Background: an optimization exercise with open tools, aiming at small area and a short achievable clock period. Do not read the settings as production practice.
Function was checked by simulation only, so behaviour that the tests miss may differ from the original.
Power and IR drop assume default switching activity.

==> module conv_out_ctrl, before the edit <==
module conv_out_ctrl (
  input  logic                clk,
  input  logic                rst,
  input  logic [conv_pkg::M_BITS-1:0] in_data,
  input  logic [2*conv_pkg::O_BITS-1:0] in_user,
  input  logic                in_last,
  input  logic                in_valid,
  output logic                in_ready,
  output logic [conv_pkg::M_BITS-1:0] out_data,
  output logic                out_last,
  output logic                out_valid,
  input  logic                out_ready,
  output logic                err_range,
  output logic                err_miss
);
  localparam int N = conv_pkg::O_DIM;
  logic            drain_q;       
  logic            fill_q;        
  logic [N-1:0]    rrow_q;        
  logic [N-1:0]    rcol_q;        
  logic [N/2-1:0][N-1:0] rcsel_q; 
  logic [N-1:0]    rrow_n, rcol_n;
  logic            last_q;        
  logic            shown_valid_q; 
  conv_pkg::word_t dout_q;        
  conv_pkg::word_t dout_h_q;      
  logic            last_h_q;      
  logic [N-1:0]    wrow_q, wcol_q;
  conv_pkg::word_t wdata_q;
  conv_pkg::coord_t row, col;
  logic [N-1:0]    wrow, wcol;
  logic            acc, in_range, in_hit0;
  logic            pend_sel_q;    
  logic [1:0]      hide;          
  conv_pkg::word_t rdata_all;
  logic            rvalid_all;
  conv_pkg::word_t rdata;
  logic            rvalid;
  logic            hs_out, done, advance;
  assign row = in_user[2*conv_pkg::O_BITS-1:conv_pkg::O_BITS];
  assign col = in_user[conv_pkg::O_BITS-1:0];
  assign acc = in_valid && !drain_q;
  always_comb begin
    for (int i = 0; i < N; i++) begin
      wrow[i] = acc && (row == conv_pkg::coord_t'(i));
      wcol[i] = (col == conv_pkg::coord_t'(i));
    end
  end
  assign in_range = (row < conv_pkg::coord_t'(N)) && (col < conv_pkg::coord_t'(N));
  assign in_hit0  = wrow[0] && wcol[0];
  always_comb begin
    for (int c = 0; c < 2; c++)
      hide[c] = !rst && wrow[0] && wcol[c];
  end
  always_ff @(posedge clk) begin
    pend_sel_q <= !rst && wrow[0] && (in_last ? wcol[1] : wcol[0]);
  end
  assign rdata_all  = rdata | (wdata_q & {conv_pkg::M_BITS{pend_sel_q}});
  assign rvalid_all = rvalid || pend_sel_q;
  assign hs_out  = drain_q && out_ready;
  assign done    = hs_out && last_q;
  assign advance = (acc && in_last) || hs_out;
  always_ff @(posedge clk) begin
    if (rst) begin
      wrow_q <= '0;
    end else begin
      wrow_q <= wrow;
    end
    wcol_q  <= wcol;
    wdata_q <= in_data;
  end
  out_frame_buf u_buf (
    .clk    (clk),
    .clr    (rst || done),
    .wrow   (wrow_q),
    .wcol   (wcol_q),
    .wdata  (wdata_q),
    .rrow   (rrow_q),
    .rcsel  (rcsel_q),
    .rdata  (rdata),
    .rvalid (rvalid)
  );
  always_comb begin
    rrow_n = rrow_q;
    rcol_n = rcol_q;
    if (rst || done) begin
      rrow_n = {{(N-1){1'b0}}, 1'b1};
      rcol_n = {{(N-1){1'b0}}, 1'b1};
    end else if (advance) begin
      rcol_n = {rcol_q[N-2:0], rcol_q[N-1]};
      if (rcol_q[N-1]) rrow_n = {rrow_q[N-2:0], rrow_q[N-1]};
    end
  end
  always_ff @(posedge clk) begin
    rrow_q <= rrow_n;
    rcol_q <= rcol_n;
    for (int g = 0; g < N/2; g++)
      rcsel_q[g] <= rcol_n & {N{rrow_n[2*g] || rrow_n[2*g+1]}}
                    & ~((g == 0) ? {{(N-2){1'b0}}, hide} : {N{1'b0}});
    if (rst || done) begin
      drain_q <= 1'b0;
      fill_q  <= 1'b1;
    end else if (acc && in_last) begin
      drain_q <= 1'b1;
      fill_q  <= 1'b0;
    end
  end
  logic            load;
  conv_pkg::word_t dout_n;
  logic            last_n;
  assign load   = !drain_q || out_ready;
  assign dout_n = in_hit0 ? in_data : (rvalid_all ? rdata_all : '0);
  assign last_n = drain_q && rrow_q[N-1] && rcol_q[N-1];
  always_ff @(posedge clk) begin
    if (load) begin
      dout_h_q      <= dout_n;
      last_h_q      <= last_n;
      shown_valid_q <= in_hit0 || rvalid_all;
    end
    if (rst) begin
      dout_q <= '0;
      last_q <= 1'b0;
    end else begin
      dout_q <= load ? dout_n : dout_h_q;
      last_q <= load ? last_n : last_h_q;
    end
  end
  assign in_ready  = fill_q;
  assign out_valid = drain_q;
  assign out_data  = dout_q;
  assign out_last  = last_q;
  always_ff @(posedge clk) begin
    if (rst) begin
      err_range <= 1'b0;
      err_miss  <= 1'b0;
    end else begin
      if (acc && !in_range)
        err_range <= 1'b1;
      if (hs_out && !shown_valid_q)
        err_miss <= 1'b1;
    end
  end
endmodule
export LEC_CHECK = 0
export CAP_MARGIN = 20
export CORE_MARGIN = 2
export CORE_UTILIZATION = 60
export SETUP_SLACK_MARGIN = 3.15
export SLEW_MARGIN = 60
create_clock -name core_clock -period 5.5 [get_ports {clk}]
standard.sh (not shown) runs the stock make flow with config.mk's settings and CLKGATE_MAP_FILE= SYNTH_SCRIPT=/design/flow/synth_recipe.tcl, a recipe that flattens the netlist after the stock synthesis.
==> flow/flow/run.sh <==
#!/bin/bash
# Standard ORFS layout, except that the port buffers start as buf_4
# (resizable within the buf footprint) instead of the default pick.
set -euo pipefail
bash standard.sh BUFFER_PORTS_ARGS="-buffer_cell sky130_fd_sc_hd__buf_4" finish > orfs_make.log 2>&1
Rerun with:
--- a/flow/design.v
+++ b/flow/design.v
@@ -96,9 +96,5 @@
   conv_pkg::coord_t row, col;
   logic [N-1:0]    wrow, wcol;
-  logic            acc, in_range, in_hit0;
-  logic            pend_sel_q;    
-  logic [1:0]      hide;          
-  conv_pkg::word_t rdata_all;
-  logic            rvalid_all;
+  logic            acc, in_range, in_hit0, pend_hit;
   conv_pkg::word_t rdata;
   logic            rvalid;
@@ -115,13 +111,5 @@
   assign in_range = (row < conv_pkg::coord_t'(N)) && (col < conv_pkg::coord_t'(N));
   assign in_hit0  = wrow[0] && wcol[0];
-  always_comb begin
-    for (int c = 0; c < 2; c++)
-      hide[c] = !rst && wrow[0] && wcol[c];
-  end
-  always_ff @(posedge clk) begin
-    pend_sel_q <= !rst && wrow[0] && (in_last ? wcol[1] : wcol[0]);
-  end
-  assign rdata_all  = rdata | (wdata_q & {conv_pkg::M_BITS{pend_sel_q}});
-  assign rvalid_all = rvalid || pend_sel_q;
+  assign pend_hit = wrow_q[0] && (drain_q ? wcol_q[1] : wcol_q[0]);
   assign hs_out  = drain_q && out_ready;
   assign done    = hs_out && last_q;
@@ -162,6 +150,5 @@
     rcol_q <= rcol_n;
     for (int g = 0; g < N/2; g++)
-      rcsel_q[g] <= rcol_n & {N{rrow_n[2*g] || rrow_n[2*g+1]}}
-                    & ~((g == 0) ? {{(N-2){1'b0}}, hide} : {N{1'b0}});
+      rcsel_q[g] <= rcol_n & {N{rrow_n[2*g] || rrow_n[2*g+1]}};
     if (rst || done) begin
       drain_q <= 1'b0;
@@ -176,5 +163,5 @@
   logic            last_n;
   assign load   = !drain_q || out_ready;
-  assign dout_n = in_hit0 ? in_data : (rvalid_all ? rdata_all : '0);
+  assign dout_n = in_hit0 ? in_data : pend_hit ? wdata_q : (rvalid ? rdata : '0);
   assign last_n = drain_q && rrow_q[N-1] && rcol_q[N-1];
   always_ff @(posedge clk) begin
@@ -182,5 +169,5 @@
       dout_h_q      <= dout_n;
       last_h_q      <= last_n;
-      shown_valid_q <= in_hit0 || rvalid_all;
+      shown_valid_q <= in_hit0 || pend_hit || rvalid;
     end
     if (rst) begin
The new run went through all stages and came out clean.
Final area goes up by 1.1%.
Synthesized cell count went up by about 6%.
Setup slack improves by 0.31 ns.
Total power rose by about 0.7%.
Fmax grows by about 12%.
Final cell count is higher by 3.1%.
Die area climbs by about 0.6%.
Sequential cell count came out lower by 1.
Combinational power grows by about 3%.
Count of clock-buffer cells in the layout climbs by 15.


conv_out_ctrl, a different RTL version from the one above (not shown whole).
Size: about 4000 cells after synthesis, about 66000 um2 of cells after synthesis.
==> module conv_out_ctrl, before the edit <==
module conv_out_ctrl (
  input  logic                clk,
  input  logic                rst,
  input  logic [conv_pkg::M_BITS-1:0] in_data,
  input  logic [2*conv_pkg::O_BITS-1:0] in_user,
  input  logic                in_last,
  input  logic                in_valid,
  output logic                in_ready,
  output logic [conv_pkg::M_BITS-1:0] out_data,
  output logic                out_last,
  output logic                out_valid,
  input  logic                out_ready,
  output logic                err_range,
  output logic                err_miss
);
  localparam int N = conv_pkg::O_DIM;
  logic            drain_q;       
  logic            fill_q;        
  logic [N-1:0]    rrow_q;        
  logic [N-1:0]    rcol_q;        
  logic [N/2-1:0][N-1:0] rcsel_q; 
  logic [N-1:0]    rrow_n, rcol_n;
  logic            last_q;        
  logic            shown_valid_q; 
  conv_pkg::word_t dout_q;        
  conv_pkg::word_t dout_h_q;      
  logic            last_h_q;      
  logic [N-1:0]    wrow_q, wcol_q;
  conv_pkg::word_t wdata_q;
  conv_pkg::coord_t row, col;
  logic [N-1:0]    wrow, wcol;
  logic            acc, in_range, in_hit0, pend_hit;
  conv_pkg::word_t rdata;
  logic            rvalid;
  logic            hs_out, done, advance;
  assign row = in_user[2*conv_pkg::O_BITS-1:conv_pkg::O_BITS];
  assign col = in_user[conv_pkg::O_BITS-1:0];
  assign acc = in_valid && !drain_q;
  always_comb begin
    for (int i = 0; i < N; i++) begin
      wrow[i] = acc && (row == conv_pkg::coord_t'(i));
      wcol[i] = (col == conv_pkg::coord_t'(i));
    end
  end
  assign in_range = (row < conv_pkg::coord_t'(N)) && (col < conv_pkg::coord_t'(N));
  assign in_hit0  = wrow[0] && wcol[0];
  assign pend_hit = wrow_q[0] && (drain_q ? wcol_q[1] : wcol_q[0]);
  assign hs_out  = drain_q && out_ready;
  assign done    = hs_out && last_q;
  assign advance = (acc && in_last) || hs_out;
  always_ff @(posedge clk) begin
    if (rst) begin
      wrow_q <= '0;
    end else begin
      wrow_q <= wrow;
    end
    wcol_q  <= wcol;
    wdata_q <= in_data;
  end
  out_frame_buf u_buf (
    .clk    (clk),
    .clr    (rst || done),
    .wrow   (wrow_q),
    .wcol   (wcol_q),
    .wdata  (wdata_q),
    .rrow   (rrow_q),
    .rcsel  (rcsel_q),
    .rdata  (rdata),
    .rvalid (rvalid)
  );
  always_comb begin
    rrow_n = rrow_q;
    rcol_n = rcol_q;
    if (rst || done) begin
      rrow_n = {{(N-1){1'b0}}, 1'b1};
      rcol_n = {{(N-1){1'b0}}, 1'b1};
    end else if (advance) begin
      rcol_n = {rcol_q[N-2:0], rcol_q[N-1]};
      if (rcol_q[N-1]) rrow_n = {rrow_q[N-2:0], rrow_q[N-1]};
    end
  end
  always_ff @(posedge clk) begin
    rrow_q <= rrow_n;
    rcol_q <= rcol_n;
    for (int g = 0; g < N/2; g++)
      rcsel_q[g] <= rcol_n & {N{rrow_n[2*g] || rrow_n[2*g+1]}};
    if (rst || done) begin
      drain_q <= 1'b0;
      fill_q  <= 1'b1;
    end else if (acc && in_last) begin
      drain_q <= 1'b1;
      fill_q  <= 1'b0;
    end
  end
  logic            load;
  conv_pkg::word_t dout_n;
  logic            last_n;
  assign load   = !drain_q || out_ready;
  assign dout_n = in_hit0 ? in_data : pend_hit ? wdata_q : (rvalid ? rdata : '0);
  assign last_n = drain_q && rrow_q[N-1] && rcol_q[N-1];
  always_ff @(posedge clk) begin
    if (rst) begin
      dout_h_q <= '0;
      last_h_q <= 1'b0;
    end else if (load) begin
      dout_h_q <= dout_n;
      last_h_q <= last_n;
    end
    if (load) shown_valid_q <= in_hit0 || pend_hit || rvalid;
    dout_q <= load ? dout_n : dout_h_q;
    last_q <= load ? last_n : last_h_q;
  end
  assign in_ready  = fill_q;
  assign out_valid = drain_q;
  assign out_data  = dout_q;
  assign out_last  = last_q;
  always_ff @(posedge clk) begin
    if (rst) begin
      err_range <= 1'b0;
      err_miss  <= 1'b0;
    end else begin
      if (acc && !in_range)
        err_range <= 1'b1;
      if (hs_out && !shown_valid_q)
        err_miss <= 1'b1;
    end
  end
endmodule
==> flow/config.mk <==
export PLATFORM = sky130hd
export DESIGN_NAME = conv_out_ctrl
export DESIGN_NICKNAME = conv_out_ctrl
export VERILOG_FILES = /design/flow/design.v
export SDC_FILE = /design/flow/constraint.sdc
export NUM_CORES = 4
export LEC_CHECK = 0
export CAP_MARGIN = 20
export CORE_MARGIN = 2
export CORE_UTILIZATION = 60
export SETUP_SLACK_MARGIN = 3.0
export SLEW_MARGIN = 60
==> flow/constraint.sdc <==
create_clock -name core_clock -period 5.5 [get_ports {clk}]
set_input_delay 1.1000 -clock core_clock [delete_from_list [all_inputs] [get_ports {clk}]]
set_output_delay 1.1000 -clock core_clock [all_outputs]
set_load 0.01 [all_outputs]
Scripts as last shown in full above: flow/flow/run.sh
Next try:
--- a/flow/design.v
+++ b/flow/design.v
@@ -164,18 +164,20 @@
   assign load   = !drain_q || out_ready;
   assign dout_n = in_hit0 ? in_data : pend_hit ? wdata_q : (rvalid ? rdata : '0);
   assign last_n = drain_q && rrow_q[N-1] && rcol_q[N-1];
   always_ff @(posedge clk) begin
+    if (load) begin
+      dout_h_q      <= dout_n;
+      last_h_q      <= last_n;
+      shown_valid_q <= in_hit0 || pend_hit || rvalid;
+    end
     if (rst) begin
-      dout_h_q <= '0;
-      last_h_q <= 1'b0;
-    end else if (load) begin
-      dout_h_q <= dout_n;
-      last_h_q <= last_n;
+      dout_q <= '0;
+      last_q <= 1'b0;
+    end else begin
+      dout_q <= load ? dout_n : dout_h_q;
+      last_q <= load ? last_n : last_h_q;
     end
-    if (load) shown_valid_q <= in_hit0 || pend_hit || rvalid;
-    dout_q <= load ? dout_n : dout_h_q;
-    last_q <= load ? last_n : last_h_q;
   end
   assign in_ready  = fill_q;
   assign out_valid = drain_q;
   assign out_data  = dout_q;
Setup slack got worse by 0.071 ns; hold slack got worse by 0.011 ns; routed wire length went up by about 0.4%; cell area went up by 0.67%; via count went up by about 0.8%; utilization went up by 0.46 points; synthesized area is unchanged; maximum frequency went down by 2.7%; final cell count went up by 0.52%; die area is unchanged; power went up by 1.8%; non-clock buffer count went up by 9; critical path depth went up by 1.

## re-timing with driven ports
Ports are ideal in the flow. The routed layouts listed here were re-timed in OpenROAD. Step 1 (the two cells are an assumption about what drives the block):
set clk [get_ports {clk}]
set_driving_cell -lib_cell sky130_fd_sc_hd__clkbuf_16 $clk
set_driving_cell -lib_cell sky130_fd_sc_hd__buf_2 [delete_from_list [all_inputs] $clk]
Step 2 adds t to the input delays and takes it off the output delays; t is the mean of the earliest and latest rising clock arrival at the registers after step 1. Input paths then give back, and output paths get back, about the clock's delay inside the block. Slacks: ideal / step 1 / step 2; pairs: ideal / step 1.
run | t (ns) | setup WS [ns] | hold WS [ns] | worst slew at a driven data input, ns | pins driven straight from the clock port
the first run of note 1 | 0.843 | 2.661 / 2.661 / 2.272 | 0.469 / 0.443 / 0.469 | 0.05 | 1
the second run of note 1 | 0.837 | 2.969 / 2.969 / 2.365 | 0.458 / 0.417 / 0.466 | 0.04 | 1
the first run of note 2 | 0.861 | 2.913 / 2.913 / 2.473 | 0.447 / 0.393 / 0.465 | 0.04 | 1
the second run of note 2 | 0.855 | 2.842 / 2.842 / 2.327 | 0.437 / 0.395 / 0.466 | 0.10 | 1
After both steps setup and hold are still met in every run listed. For the second run of note 1, which loses most, drivers alone change the setup slack by 0.000 ns; drivers and shift together by -0.604 ns.
